This design comes from an exercise in tuning for small area, a short achievable clock period and few clock cycles per item on the open sky130 flow, not from production work. In this exercise RTL edits were held to simulation tests only and were not proved equivalent to the original. Power is estimated from default activity; no workload was simulated.

--- design/flow/config.mk ---
export PLATFORM = sky130hd
export DESIGN_NAME = dbg_mem_top
export DESIGN_NICKNAME = dbg_mem_top
export VERILOG_FILES = /design/flow/design.v
export SDC_FILE = /design/flow/constraint.sdc
export NUM_CORES = 4
export LEC_CHECK = 0
export CAP_MARGIN = 20
export CORE_MARGIN = 2
export CORE_UTILIZATION = 40
export SLEW_MARGIN = 20
--- design/flow/constraint.sdc ---
create_clock -name core_clock -period 10.0 [get_ports {clk}]
set_input_delay 2.0000 -clock core_clock [delete_from_list [all_inputs] [get_ports {clk}]]
set_output_delay 2.0000 -clock core_clock [all_outputs]
set_load 0.01 [all_outputs]
--- design/flow/design.v ---
package dbg_mem_pkg;
  localparam int unsigned CLKS_PER_BIT = 16;
  localparam int unsigned BIT_CNT_W    = $clog2(CLKS_PER_BIT);
  localparam int unsigned DATA_W      = 32;
  localparam int unsigned STRB_W      = DATA_W / 8;
  localparam int unsigned MEM_WORDS   = 64;
  localparam int unsigned MEM_ADDR_W  = 8;
  localparam int unsigned WORD_ADDR_W = MEM_ADDR_W - 2;
  localparam int unsigned AXIL_ADDR_W = 16;
  localparam int unsigned FIELD_BYTES = 2;
  localparam int unsigned LEN_W       = FIELD_BYTES * 8;
  localparam int unsigned HDR_W       = 2 * LEN_W;
  localparam int unsigned HDR_CNT_W   = $clog2(2 * FIELD_BYTES);
  localparam logic [7:0] CMD_READ  = 8'h11;
  localparam logic [7:0] CMD_WRITE = 8'h12;
  localparam logic [7:0] BYTE_ACK  = 8'h06;
  localparam logic [7:0] BYTE_EOT  = 8'h04;
  localparam logic [1:0] RESP_OKAY   = 2'b00;
  localparam logic [1:0] RESP_SLVERR = 2'b10;
  typedef struct packed {
    logic [WORD_ADDR_W-1:0] addr;
    logic                   we;
    logic [DATA_W-1:0]      wdata;
    logic [STRB_W-1:0]      strb;
  } mem_req_t;
  typedef struct packed {
    logic                   aw_valid;
    logic [AXIL_ADDR_W-1:0] aw_addr;
    logic                   w_valid;
    logic [DATA_W-1:0]      w_data;
    logic [STRB_W-1:0]      w_strb;
    logic                   b_ready;
    logic                   ar_valid;
    logic [AXIL_ADDR_W-1:0] ar_addr;
    logic                   r_ready;
  } axil_req_t;
  typedef struct packed {
    logic              aw_ready;
    logic              w_ready;
    logic              ar_ready;
    logic              b_valid;
    logic [1:0]        b_resp;
    logic              r_valid;
    logic [DATA_W-1:0] r_data;
    logic [1:0]        r_resp;
  } axil_rsp_t;
endpackage
`timescale 1ns/1ps
import dbg_mem_pkg::*;
module uart_byte_rx (
  input  logic       clk,
  input  logic       rst_n_i,
  input  logic       rx_i,
  output logic       byte_valid_o,
  output logic [7:0] byte_o
);
  typedef enum logic [1:0] {RX_IDLE, RX_START, RX_DATA, RX_STOP} rx_state_e;
  rx_state_e            state_q;
  logic                 rx_meta_q, rx_sync_q;
  logic [BIT_CNT_W-1:0] cnt_q;
  logic [2:0]           bit_q;
  logic [7:0]           shift_q;
  logic                 bit_end;
  assign bit_end = (cnt_q == BIT_CNT_W'(CLKS_PER_BIT - 1));
  always_ff @(posedge clk) begin
    if (!rst_n_i) begin
      rx_meta_q    <= 1'b1;
      rx_sync_q    <= 1'b1;
      state_q      <= RX_IDLE;
      cnt_q        <= '0;
      bit_q        <= '0;
      byte_valid_o <= 1'b0;
    end else begin
      rx_meta_q    <= rx_i;
      rx_sync_q    <= rx_meta_q;
      byte_valid_o <= 1'b0;
      cnt_q        <= cnt_q + 1'b1;
      case (state_q)
        RX_IDLE: begin
          cnt_q <= '0;
          if (!rx_sync_q) state_q <= RX_START;
        end
        RX_START: begin
          if (cnt_q == BIT_CNT_W'(CLKS_PER_BIT / 2 - 1)) begin
            cnt_q   <= '0;
            bit_q   <= '0;
            state_q <= rx_sync_q ? RX_IDLE : RX_DATA;
          end
        end
        RX_DATA: begin
          if (bit_end) begin
            bit_q <= bit_q + 1'b1;
            if (bit_q == 3'd7) state_q <= RX_STOP;
          end
        end
        default: begin
          if (bit_end) begin
            byte_valid_o <= rx_sync_q;
            state_q      <= RX_IDLE;
          end
        end
      endcase
    end
  end
  always_ff @(posedge clk) begin
    if (state_q == RX_DATA && bit_end) shift_q <= {rx_sync_q, shift_q[7:1]};
  end
  assign byte_o = shift_q;
endmodule
`timescale 1ns/1ps
import dbg_mem_pkg::*;
module uart_byte_tx (
  input  logic       clk,
  input  logic       rst_n_i,
  input  logic       send_i,
  input  logic [7:0] byte_i,
  output logic       busy_o,
  output logic       tx_o
);
  logic                 busy_q;
  logic [BIT_CNT_W-1:0] cnt_q;
  logic [3:0]           bit_q;
  logic [9:0]           frame_q;
  logic                 bit_end;
  assign bit_end = (cnt_q == BIT_CNT_W'(CLKS_PER_BIT - 1));
  always_ff @(posedge clk) begin
    if (!rst_n_i) begin
      busy_q <= 1'b0;
      cnt_q  <= '0;
      bit_q  <= '0;
    end else if (!busy_q) begin
      cnt_q <= '0;
      bit_q <= '0;
      if (send_i) busy_q <= 1'b1;
    end else begin
      cnt_q <= cnt_q + 1'b1;
      if (bit_end) begin
        bit_q <= bit_q + 1'b1;
        if (bit_q == 4'd9) busy_q <= 1'b0;
      end
    end
  end
  always_ff @(posedge clk) begin
    if (send_i && !busy_q) frame_q <= {1'b1, byte_i, 1'b0};
    else if (busy_q && bit_end) frame_q <= {1'b1, frame_q[9:1]};
  end
  assign busy_o = busy_q;
  assign tx_o   = busy_q ? frame_q[0] : 1'b1;
endmodule
`timescale 1ns/1ps
import dbg_mem_pkg::*;
module uart_dbg_engine (
  input  logic              clk,
  input  logic              rst_n_i,
  input  logic              rx_valid_i,
  input  logic [7:0]        rx_byte_i,
  output logic              tx_send_o,
  output logic [7:0]        tx_byte_o,
  input  logic              tx_busy_i,
  output dbg_mem_pkg::mem_req_t          mem_req_o,
  output logic              mem_req_valid_o,
  input  logic              mem_gnt_i,
  input  logic              mem_rvalid_i,
  input  logic [DATA_W-1:0] mem_rdata_i
);
  typedef enum logic [3:0] {
    S_IDLE, S_HDR, S_ACK, S_DATA, S_DATA_RX, S_DATA_REQ, S_DATA_RD, S_DATA_TX, S_EOT
  } eng_state_e;
  eng_state_e            state_q;
  logic [HDR_CNT_W-1:0]  hdr_cnt_q;
  logic [HDR_W-1:0]      hdr_q, hdr_next;
  logic [MEM_ADDR_W-1:0] addr_q;
  logic [LEN_W-1:0]      len_q;
  logic                  is_write_q;
  logic                  ack_only_q;
  logic [7:0]            data_q;
  assign hdr_next = {rx_byte_i, hdr_q[HDR_W-1:8]};
  always_ff @(posedge clk) begin
    if (!rst_n_i) begin
      state_q    <= S_IDLE;
      hdr_cnt_q  <= '0;
      addr_q     <= '0;
      len_q      <= '0;
      is_write_q <= 1'b0;
      ack_only_q <= 1'b0;
    end else begin
      case (state_q)
        S_IDLE: begin
          if (rx_valid_i) begin
            if (rx_byte_i == BYTE_ACK) begin
              ack_only_q <= 1'b1;
              state_q    <= S_ACK;
            end else if (rx_byte_i == CMD_READ || rx_byte_i == CMD_WRITE) begin
              is_write_q <= (rx_byte_i == CMD_WRITE);
              ack_only_q <= 1'b0;
              hdr_cnt_q  <= '0;
              state_q    <= S_HDR;
            end
          end
        end
        S_HDR: begin
          if (rx_valid_i) begin
            hdr_cnt_q <= hdr_cnt_q + 1'b1;
            if (hdr_cnt_q == HDR_CNT_W'(2 * FIELD_BYTES - 1)) begin
              addr_q  <= hdr_next[MEM_ADDR_W-1:0];
              len_q   <= hdr_next[HDR_W-1:LEN_W];
              state_q <= S_ACK;
            end
          end
        end
        S_ACK: begin
          if (!tx_busy_i) state_q <= ack_only_q ? S_IDLE : S_DATA;
        end
        S_DATA: begin
          if (len_q == '0) state_q <= S_EOT;
          else state_q <= is_write_q ? S_DATA_RX : S_DATA_REQ;
        end
        S_DATA_RX: begin
          if (rx_valid_i) state_q <= S_DATA_REQ;
        end
        S_DATA_REQ: begin
          if (mem_gnt_i) begin
            if (is_write_q) begin
              addr_q  <= addr_q + 1'b1;
              len_q   <= len_q - 1'b1;
              state_q <= S_DATA;
            end else begin
              state_q <= S_DATA_RD;
            end
          end
        end
        S_DATA_RD: begin
          if (mem_rvalid_i) state_q <= S_DATA_TX;
        end
        S_DATA_TX: begin
          if (!tx_busy_i) begin
            addr_q  <= addr_q + 1'b1;
            len_q   <= len_q - 1'b1;
            state_q <= S_DATA;
          end
        end
        default: begin
          if (!tx_busy_i) state_q <= S_IDLE;
        end
      endcase
    end
  end
  always_ff @(posedge clk) begin
    if (state_q == S_HDR && rx_valid_i) hdr_q <= hdr_next;
  end
  always_ff @(posedge clk) begin
    if (state_q == S_DATA_RX && rx_valid_i) data_q <= rx_byte_i;
    else if (state_q == S_DATA_RD && mem_rvalid_i) data_q <= mem_rdata_i[8*addr_q[1:0] +: 8];
  end
  always_comb begin
    tx_send_o = !tx_busy_i && (state_q == S_ACK || state_q == S_DATA_TX || state_q == S_EOT);
    case (state_q)
      S_ACK:   tx_byte_o = BYTE_ACK;
      S_EOT:   tx_byte_o = BYTE_EOT;
      default: tx_byte_o = data_q;
    endcase
  end
  assign mem_req_valid_o = (state_q == S_DATA_REQ);
  assign mem_req_o.addr  = addr_q[MEM_ADDR_W-1:2];
  assign mem_req_o.we    = is_write_q;
  assign mem_req_o.wdata = {STRB_W{data_q}};
  assign mem_req_o.strb  = is_write_q ? (STRB_W'(1) << addr_q[1:0]) : '0;
endmodule
`timescale 1ns/1ps
import dbg_mem_pkg::*;
module axil_mem_port (
  input  logic              clk,
  input  logic              rst_n_i,
  input  dbg_mem_pkg::axil_req_t         axil_req_i,
  output dbg_mem_pkg::axil_rsp_t         axil_rsp_o,
  output dbg_mem_pkg::mem_req_t          mem_req_o,
  output logic              mem_req_valid_o,
  input  logic              mem_gnt_i,
  input  logic              mem_rvalid_i,
  input  logic [DATA_W-1:0] mem_rdata_i
);
  typedef enum logic [1:0] {P_IDLE, P_REQ, P_RESP} port_state_e;
  port_state_e            state_q;
  logic                   is_rd_q, err_q;
  logic [MEM_ADDR_W-1:0]  addr_q;
  logic [DATA_W-1:0]      wdata_q, rdata_q;
  logic [STRB_W-1:0]      wstrb_q;
  logic                   ar_acc, aw_acc;
  logic [AXIL_ADDR_W-1:0] acc_addr;
  logic                   acc_err, resp_done;
  assign ar_acc    = (state_q == P_IDLE) && axil_req_i.ar_valid;
  assign aw_acc    = (state_q == P_IDLE) && !axil_req_i.ar_valid
                     && axil_req_i.aw_valid && axil_req_i.w_valid;
  assign acc_addr  = ar_acc ? axil_req_i.ar_addr : axil_req_i.aw_addr;
  assign acc_err   = (acc_addr >= AXIL_ADDR_W'(MEM_WORDS * 4));
  assign resp_done = is_rd_q ? axil_req_i.r_ready : axil_req_i.b_ready;
  always_ff @(posedge clk) begin
    if (!rst_n_i) begin
      state_q <= P_IDLE;
      is_rd_q <= 1'b0;
      err_q   <= 1'b0;
    end else begin
      case (state_q)
        P_IDLE: begin
          if (ar_acc || aw_acc) begin
            is_rd_q <= ar_acc;
            err_q   <= acc_err;
            state_q <= acc_err ? P_RESP : P_REQ;
          end
        end
        P_REQ: begin
          if (mem_gnt_i) state_q <= P_RESP;
        end
        default: begin
          if (resp_done) state_q <= P_IDLE;
        end
      endcase
    end
  end
  always_ff @(posedge clk) begin
    if (ar_acc || aw_acc) begin
      addr_q  <= acc_addr[MEM_ADDR_W-1:0];
      wdata_q <= axil_req_i.w_data;
      wstrb_q <= axil_req_i.w_strb;
    end
    if (ar_acc) rdata_q <= '0;
    else if (mem_rvalid_i) rdata_q <= mem_rdata_i;
  end
  assign mem_req_valid_o = (state_q == P_REQ);
  assign mem_req_o.addr  = addr_q[MEM_ADDR_W-1:2];
  assign mem_req_o.we    = !is_rd_q;
  assign mem_req_o.wdata = wdata_q;
  assign mem_req_o.strb  = is_rd_q ? '0 : wstrb_q;
  always_comb begin
    axil_rsp_o.aw_ready = aw_acc;
    axil_rsp_o.w_ready  = aw_acc;
    axil_rsp_o.ar_ready = ar_acc;
    axil_rsp_o.b_valid  = (state_q == P_RESP) && !is_rd_q;
    axil_rsp_o.b_resp   = err_q ? RESP_SLVERR : RESP_OKAY;
    axil_rsp_o.r_valid  = (state_q == P_RESP) && is_rd_q;
    axil_rsp_o.r_data   = mem_rvalid_i ? mem_rdata_i : rdata_q;
    axil_rsp_o.r_resp   = err_q ? RESP_SLVERR : RESP_OKAY;
  end
endmodule
`timescale 1ns/1ps
import dbg_mem_pkg::*;
module mem_arbiter (
  input  logic     clk,
  input  logic     rst_n_i,
  input  dbg_mem_pkg::mem_req_t dbg_req_i,
  input  logic     dbg_valid_i,
  output logic     dbg_gnt_o,
  output logic     dbg_rvalid_o,
  input  dbg_mem_pkg::mem_req_t bus_req_i,
  input  logic     bus_valid_i,
  output logic     bus_gnt_o,
  output logic     bus_rvalid_o,
  output dbg_mem_pkg::mem_req_t mem_req_o,
  output logic     mem_en_o
);
  logic prio_bus_q;
  assign dbg_gnt_o = dbg_valid_i && (!bus_valid_i || !prio_bus_q);
  assign bus_gnt_o = bus_valid_i && (!dbg_valid_i || prio_bus_q);
  assign mem_en_o  = dbg_gnt_o || bus_gnt_o;
  assign mem_req_o = bus_gnt_o ? bus_req_i : dbg_req_i;
  always_ff @(posedge clk) begin
    if (!rst_n_i) begin
      prio_bus_q   <= 1'b0;
      dbg_rvalid_o <= 1'b0;
      bus_rvalid_o <= 1'b0;
    end else begin
      if (dbg_gnt_o) prio_bus_q <= 1'b1;
      else if (bus_gnt_o) prio_bus_q <= 1'b0;
      dbg_rvalid_o <= dbg_gnt_o && !dbg_req_i.we;
      bus_rvalid_o <= bus_gnt_o && !bus_req_i.we;
    end
  end
endmodule
`timescale 1ns/1ps
import dbg_mem_pkg::*;
module scratch_mem (
  input  logic              clk,
  input  logic              en_i,
  input  dbg_mem_pkg::mem_req_t          req_i,
  output logic [DATA_W-1:0] rdata_o
);
  logic [DATA_W-1:0] mem_q [MEM_WORDS];
  always_ff @(posedge clk) begin
    if (en_i) begin
      if (req_i.we) begin
        for (int b = 0; b < STRB_W; b++) begin
          if (req_i.strb[b]) mem_q[req_i.addr][8*b +: 8] <= req_i.wdata[8*b +: 8];
        end
      end else begin
        rdata_o <= mem_q[req_i.addr];
      end
    end
  end
endmodule
`timescale 1ns/1ps
import dbg_mem_pkg::*;
module dbg_mem_top (
  input  logic      clk,
  input  logic      rst_n_i,
  input  logic      uart_rx_i,
  output logic      uart_tx_o,
  input  logic                   axil_aw_valid_i,
  output logic                   axil_aw_ready_o,
  input  logic [AXIL_ADDR_W-1:0] axil_aw_addr_i,
  input  logic                   axil_w_valid_i,
  output logic                   axil_w_ready_o,
  input  logic [DATA_W-1:0]      axil_w_data_i,
  input  logic [STRB_W-1:0]      axil_w_strb_i,
  output logic                   axil_b_valid_o,
  input  logic                   axil_b_ready_i,
  output logic [1:0]             axil_b_resp_o,
  input  logic                   axil_ar_valid_i,
  output logic                   axil_ar_ready_o,
  input  logic [AXIL_ADDR_W-1:0] axil_ar_addr_i,
  output logic                   axil_r_valid_o,
  input  logic                   axil_r_ready_i,
  output logic [DATA_W-1:0]      axil_r_data_o,
  output logic [1:0]             axil_r_resp_o
);
  dbg_mem_pkg::axil_req_t axil_req_i;
  dbg_mem_pkg::axil_rsp_t axil_rsp_o;
  assign axil_req_i.aw_valid = axil_aw_valid_i;
  assign axil_req_i.aw_addr  = axil_aw_addr_i;
  assign axil_req_i.w_valid  = axil_w_valid_i;
  assign axil_req_i.w_data   = axil_w_data_i;
  assign axil_req_i.w_strb   = axil_w_strb_i;
  assign axil_req_i.b_ready  = axil_b_ready_i;
  assign axil_req_i.ar_valid = axil_ar_valid_i;
  assign axil_req_i.ar_addr  = axil_ar_addr_i;
  assign axil_req_i.r_ready  = axil_r_ready_i;
  assign axil_aw_ready_o = axil_rsp_o.aw_ready;
  assign axil_w_ready_o  = axil_rsp_o.w_ready;
  assign axil_ar_ready_o = axil_rsp_o.ar_ready;
  assign axil_b_valid_o  = axil_rsp_o.b_valid;
  assign axil_b_resp_o   = axil_rsp_o.b_resp;
  assign axil_r_valid_o  = axil_rsp_o.r_valid;
  assign axil_r_data_o   = axil_rsp_o.r_data;
  assign axil_r_resp_o   = axil_rsp_o.r_resp;
  logic              rx_valid, tx_send, tx_busy;
  logic [7:0]        rx_byte, tx_byte;
  dbg_mem_pkg::mem_req_t          dbg_req, bus_req, mem_req;
  logic              dbg_valid, dbg_gnt, dbg_rvalid;
  logic              bus_valid, bus_gnt, bus_rvalid;
  logic              mem_en;
  logic [DATA_W-1:0] mem_rdata;
  uart_byte_rx i_uart_rx (
    .clk          ( clk       ),
    .rst_n_i      ( rst_n_i   ),
    .rx_i         ( uart_rx_i ),
    .byte_valid_o ( rx_valid  ),
    .byte_o       ( rx_byte   )
  );
  uart_byte_tx i_uart_tx (
    .clk     ( clk       ),
    .rst_n_i ( rst_n_i   ),
    .send_i  ( tx_send   ),
    .byte_i  ( tx_byte   ),
    .busy_o  ( tx_busy   ),
    .tx_o    ( uart_tx_o )
  );
  uart_dbg_engine i_dbg_engine (
    .clk             ( clk        ),
    .rst_n_i         ( rst_n_i    ),
    .rx_valid_i      ( rx_valid   ),
    .rx_byte_i       ( rx_byte    ),
    .tx_send_o       ( tx_send    ),
    .tx_byte_o       ( tx_byte    ),
    .tx_busy_i       ( tx_busy    ),
    .mem_req_o       ( dbg_req    ),
    .mem_req_valid_o ( dbg_valid  ),
    .mem_gnt_i       ( dbg_gnt    ),
    .mem_rvalid_i    ( dbg_rvalid ),
    .mem_rdata_i     ( mem_rdata  )
  );
  axil_mem_port i_axil_port (
    .clk             ( clk        ),
    .rst_n_i         ( rst_n_i    ),
    .axil_req_i      ( axil_req_i ),
    .axil_rsp_o      ( axil_rsp_o ),
    .mem_req_o       ( bus_req    ),
    .mem_req_valid_o ( bus_valid  ),
    .mem_gnt_i       ( bus_gnt    ),
    .mem_rvalid_i    ( bus_rvalid ),
    .mem_rdata_i     ( mem_rdata  )
  );
  mem_arbiter i_arbiter (
    .clk          ( clk        ),
    .rst_n_i      ( rst_n_i    ),
    .dbg_req_i    ( dbg_req    ),
    .dbg_valid_i  ( dbg_valid  ),
    .dbg_gnt_o    ( dbg_gnt    ),
    .dbg_rvalid_o ( dbg_rvalid ),
    .bus_req_i    ( bus_req    ),
    .bus_valid_i  ( bus_valid  ),
    .bus_gnt_o    ( bus_gnt    ),
    .bus_rvalid_o ( bus_rvalid ),
    .mem_req_o    ( mem_req    ),
    .mem_en_o     ( mem_en     )
  );
  scratch_mem i_mem (
    .clk     ( clk       ),
    .en_i    ( mem_en    ),
    .req_i   ( mem_req   ),
    .rdata_o ( mem_rdata )
  );
endmodule
--- design/flow/run.sh ---
#!/bin/bash
# synth_recipe.tcl (not shown) runs the flow's synth.tcl, then flattens the netlist and writes it again
# the make line also repeats each setting of config.mk as NAME=value (left out here)
make -C /OpenROAD-flow-scripts/flow DESIGN_CONFIG=/design/flow/config.mk WORK_HOME=/design/flow/orfs CLKGATE_MAP_FILE= SYNTH_SCRIPT=/design/flow/synth_recipe.tcl finish
==> impl_metrics.toml <==
[sta]
whs_ps = 416
max_freq_ghz = 0.162
grt_setup_unrepaired = "false"
finalSetupViolCount = 0
setup-tns-final_ps = 0
drv_slew = 0
relSlewSlack_pct = 18.7
finalCriticalPeriod_ps = 6180
hold_viol_final = 0
tightest_slew_ps = 1190
finClkSkew_ps = 28.3
layout_setup_ws_ps = 3820
finalCritPeriodShare_pct = 61.8

[setup_path]
path_max_fanout = 97
worstPathCellList = "nand4bb_1 -> o211ai_4 -> buf_4 -> nand2_8 -> buf_12 -> a2111oi_0 -> a31oi_1 -> nor4_1 -> nand3_1"
cp.depth = 9
slowest_stage = "o211ai_4"
crit_start = "i_dbg_engine.state_q[0]$_SDFFE_PN0P_"
r2r_cells = 9
worstReg2RegStart = "i_dbg_engine.state_q[0]$_SDFFE_PN0P_"
regToRegEndpoint = "i_mem.rdata_o[4]$_DFFE_PP_"
end_kind = "register"
path_delay_family = "simple AND/OR/NAND/NOR gates"
worstPathRequired_ps = 10530
worstPathArrival_ps = 6710
slowest_delay_ps = 970
crit_end = "i_mem.rdata_o[4]$_DFFE_PP_"
reg2reg_slack_ps = 3820
start_kind = "register"
crit_buf_inv = 2
criticalPathCategory = "reg2reg"

[grt]
grt-ovfl-total = 0
grt_util_all_layers_pct = 22.6
grt_pass1_vias = 50600
antenna_found_initial = 10
grt_pass1_wl_um = 368000
grt_start_max_net_pins = 125

[drt]
drt-total-wl_um = 258000
vias = 52900
avgViaCountPerCell = 6.15
first_pass_iters = 6
drt_iter0_markers = 6559
wl_per_cell_um = 30.0
ant_nets = 0
post-route-drc-count = 0

[power_and_ir_drop]
powerDensity_nw_per_um2 = 184
irDropWorstVdd_mv = 0.140
p_leak_nw = 30.2

[die]
dieArea_sq_um = 222000
rows = 171
fp.dieH_um = 471
start_util_pct = 40.2
chipWidth_um = 471
coreArea_sq_um = 217000
pin_count = 118

[hold_path]
hp-class = "reg2reg"

[placed_design]
dp_slack_ps = 4020
io_buffers = 111
placed_area_sq_um = 92900
gp_congestion = 0.812
dp_hpwl_um = 147000

[cts]
cts-resized-gates = 0
cts_sinks = 2263
cts_tree = "yes"
clk_latency_ps = 840
clk_pin_slew_ps = 70
cts_max_level = 4
numCtsBuffers = 226
clk_root_buffer_cell = "clkbuf_16"
cts_hold_buf = 0
post-cts-setup-buffer-count = 0
clock_path_buffers = 3

[yosys]
synth_cells = 5364
avgSynthCellArea_sq_um = 16.3
ys_seq_area_share_pct = 76.7
synthArstFlopShare_pct = 0
synth_flop_cell = "edfxtp_1"
syn-cell-area_sq_um = 87400
ys_warn_count = 6
synth_edf_count = 2170
ys_types = 83
synth_seq_cells = 2263

[outcome]
outcome = "timing/DRC/antenna clean"

[cells_and_area]
area_delta_synth_final_pct = 14.3
nets = 5649
fin_area_sq_um = 99900
fillerInstances = 18500
postLayoutCoreUtil_pct = 46.0
drive_gt1_share_pct = 13.9

[run]
maxCapViolations = 0
[report_power, final]
part           leakage [nW]  total (mW)  switching (mW)  internal (mW)
Combinational          6.50      0.0979          0.0498         0.0480
Sequential             20.3        10.3          0.0184           10.3
Clock                  3.40        8.02            3.49           4.53
[flip-flops by register name (all words and copies together), names as in the netlist, 2 cells and up]
name	flops
i_axil_port.wstrb_q	4
i_uart_rx.cnt_q	4
i_uart_rx.state_q	2
i_dbg_engine.data_q	8
i_axil_port.wdata_q	32
i_uart_tx.frame_q	9
i_dbg_engine.addr_q	8
i_dbg_engine.len_q	16
i_mem.rdata_o	32
i_dbg_engine.hdr_cnt_q	2
i_uart_tx.bit_q	4
i_dbg_engine.state_q	4
i_uart_tx.cnt_q	4
i_mem.mem_q	2048
i_axil_port.addr_q	6
i_uart_rx.shift_q	8
i_axil_port.rdata_q	32
i_axil_port.state_q	2
i_uart_rx.bit_q	3
i_dbg_engine.hdr_q	24
[stage by stage]
| step | total power [mW] | std cells |
|---|---|---|
| after floorplan | 10.5 | 5365 |
| after global placement | 10.6 | 8181 |
| after detailed placement | 10.6 | 8183 |
| after CTS | 18.5 | 8596 |
| after global routing | 18.8 | 8597 |
| final | 18.4 | 8599 |
[metal layers]
layer | global-route usage (%) | share of wire [%]
met1 | 32.4 | 41
met2 | 34.6 | 45
met3 | 4.97 | 10
met4 | 6.75 | 2.9
met5 | 0 | 0
[worst register-to-register path, cell delays in order (launching register included)]
cell       delay [ps]
dfxtp_1           760
nand4bb_1         810
o211ai_4          970
buf_4             510
nand2_8           430
buf_12            390
a2111oi_0         890
a31oi_1           170
nor4_1            710
nand3_1           230
[cells in the final DEF, fill, tap and decap left out, types with 8 or more instances in the layout]
| master | count |
|---|---|
| nor2_1 | 122 |
| a22oi_1 | 660 |
| nor2_2 | 8 |
| buf_12 | 12 |
| nand2_1 | 135 |
| nand4_1 | 51 |
| mux2i_1 | 11 |
| a31oi_1 | 154 |
| nor4_1 | 36 |
| clkinv_1 | 63 |
| a21boi_0 | 494 |
| and2_1 | 20 |
| a22o_1 | 24 |
| inv_1 | 18 |
| buf_4 | 266 |
| o21ai_0 | 55 |
| a41oi_1 | 29 |
| nor2b_1 | 49 |
| clkinv_2 | 44 |
| clkdlybuf4s50_1 | 110 |
| dfxtp_1 | 93 |
| edfxtp_1 | 2170 |
| a2111oi_2 | 11 |
| nand2b_1 | 10 |
| clkbuf_16 | 232 |
| a221oi_1 | 20 |
| a21oi_1 | 77 |
| mux2_2 | 48 |
| nand2_2 | 30 |
| nand2_4 | 12 |
| a31o_2 | 19 |
| ha_1 | 16 |
| nand3_1 | 55 |
| nor3_1 | 176 |
| bufinv_16 | 12 |
| clkbuf_1 | 53 |
| a2111oi_0 | 155 |
| nor3_2 | 36 |
| mux4_2 | 8 |
[Yosys cell counts (11+ instances only)]
cell type | instances | area (sq um)
a2111oi_0 | 155 | 1360
a2111oi_2 | 11 | 165
a21boi_0 | 494 | 3710
a21oi_1 | 77 | 385
a221oi_1 | 20 | 175
a22o_1 | 25 | 219
a22oi_1 | 660 | 4950
a31o_2 | 19 | 166
a31oi_1 | 154 | 963
a41oi_1 | 29 | 254
and2_1 | 27 | 169
buf_1 | 57 | 214
buf_2 | 100 | 500
buf_4 | 13 | 97.6
clkbuf_1 | 249 | 935
dfxtp_1 | 93 | 1860
edfxtp_1 | 2170 | 65200
ha_1 | 16 | 200
inv_1 | 18 | 67.6
mux2_2 | 48 | 541
mux2i_1 | 11 | 110
nand2_1 | 177 | 664
nand2b_1 | 12 | 75.1
nand3_1 | 55 | 275
nand4_1 | 51 | 319
nor2_1 | 130 | 488
nor2b_1 | 49 | 307
nor3_1 | 212 | 1060
nor4_1 | 37 | 231
o21ai_0 | 55 | 275
[logic make-up after synthesis]
kind of cell               share of synthesized area (%)
DFF                                                 76.7
AOI/OAI and AO/OA                                   15.3
and+or+nand+nor                                     4.55
buffers and inverters                               2.18
muxes                                              0.951
adders and majority gates                          0.229
xor gates and xnor gates                          0.0902
other                                            0.00429
[final cells by class]
cell class	instances	area (sq um)	area share [%]
Sequential cell	2263	67000	67.1
Multi-Input combinational cell	2656	18900	18.9
Clock buffer	286	6020	6.03
Tap cell	2854	3570	3.58
Timing Repair Buffer	390	3350	3.36
Clock inverter	127	908	0.910
Inverter	20	75.1	0.0752
Antenna cell	3	7.51	0.00752
[worst min path at each step]
stage | start | to | slack (ps) | cells past startpoint
floorplan | i_uart_rx.rx_meta_q$_SDFF_PN1_ | i_uart_rx.rx_sync_q$_SDFF_PN1_ | 390 | 1
global placement | i_dbg_engine.hdr_q[16]$_DFFE_PP_ | i_dbg_engine.hdr_q[8]$_DFFE_PP_ | 410 | 0
detailed placement | i_dbg_engine.hdr_q[21]$_DFFE_PP_ | i_dbg_engine.hdr_q[13]$_DFFE_PP_ | 400 | 0
CTS | i_dbg_engine.hdr_q[22]$_DFFE_PP_ | i_dbg_engine.hdr_q[14]$_DFFE_PP_ | 420 | 0
global route | i_dbg_engine.hdr_q[16]$_DFFE_PP_ | i_dbg_engine.hdr_q[8]$_DFFE_PP_ | 420 | 0
finish | i_dbg_engine.hdr_q[16]$_DFFE_PP_ | i_dbg_engine.hdr_q[8]$_DFFE_PP_ | 420 | 0
Testbench counts, summed over its fixed seeds: cycles 19,079, items 6,400.

[static timing again, ports no longer ideal]
The results above use ideal ports. As a check the final layout listed here was re-extracted and re-timed, cells and wires unchanged. Step 1 (the two cells are an assumption about what drives the block):
set clk [get_ports {clk}]
set_driving_cell -lib_cell sky130_fd_sc_hd__clkbuf_16 $clk
set_driving_cell -lib_cell sky130_fd_sc_hd__buf_2 [delete_from_list [all_inputs] $clk]
Step 2 times the ports against the registers' clock, not the clock port: input delays grow and output delays shrink by t, the midpoint of the rising clock arrivals with the driver on. Slacks: no drivers / after step 1 / after step 2; pairs: no drivers / after step 1.
t, ns: 0.922
setup slack, ns: 3.824 / 3.824 / 3.824
clock arrival spread, ns: 0.033 / 0.033
slew at the worst register clock pin (ns): 0.07 / 0.07
cell pins on the clock port's net: 1
After both steps this run still meets setup and hold. For this run, drivers alone change the setup slack by 0.000 ns; drivers and shift together by 0.000 ns.
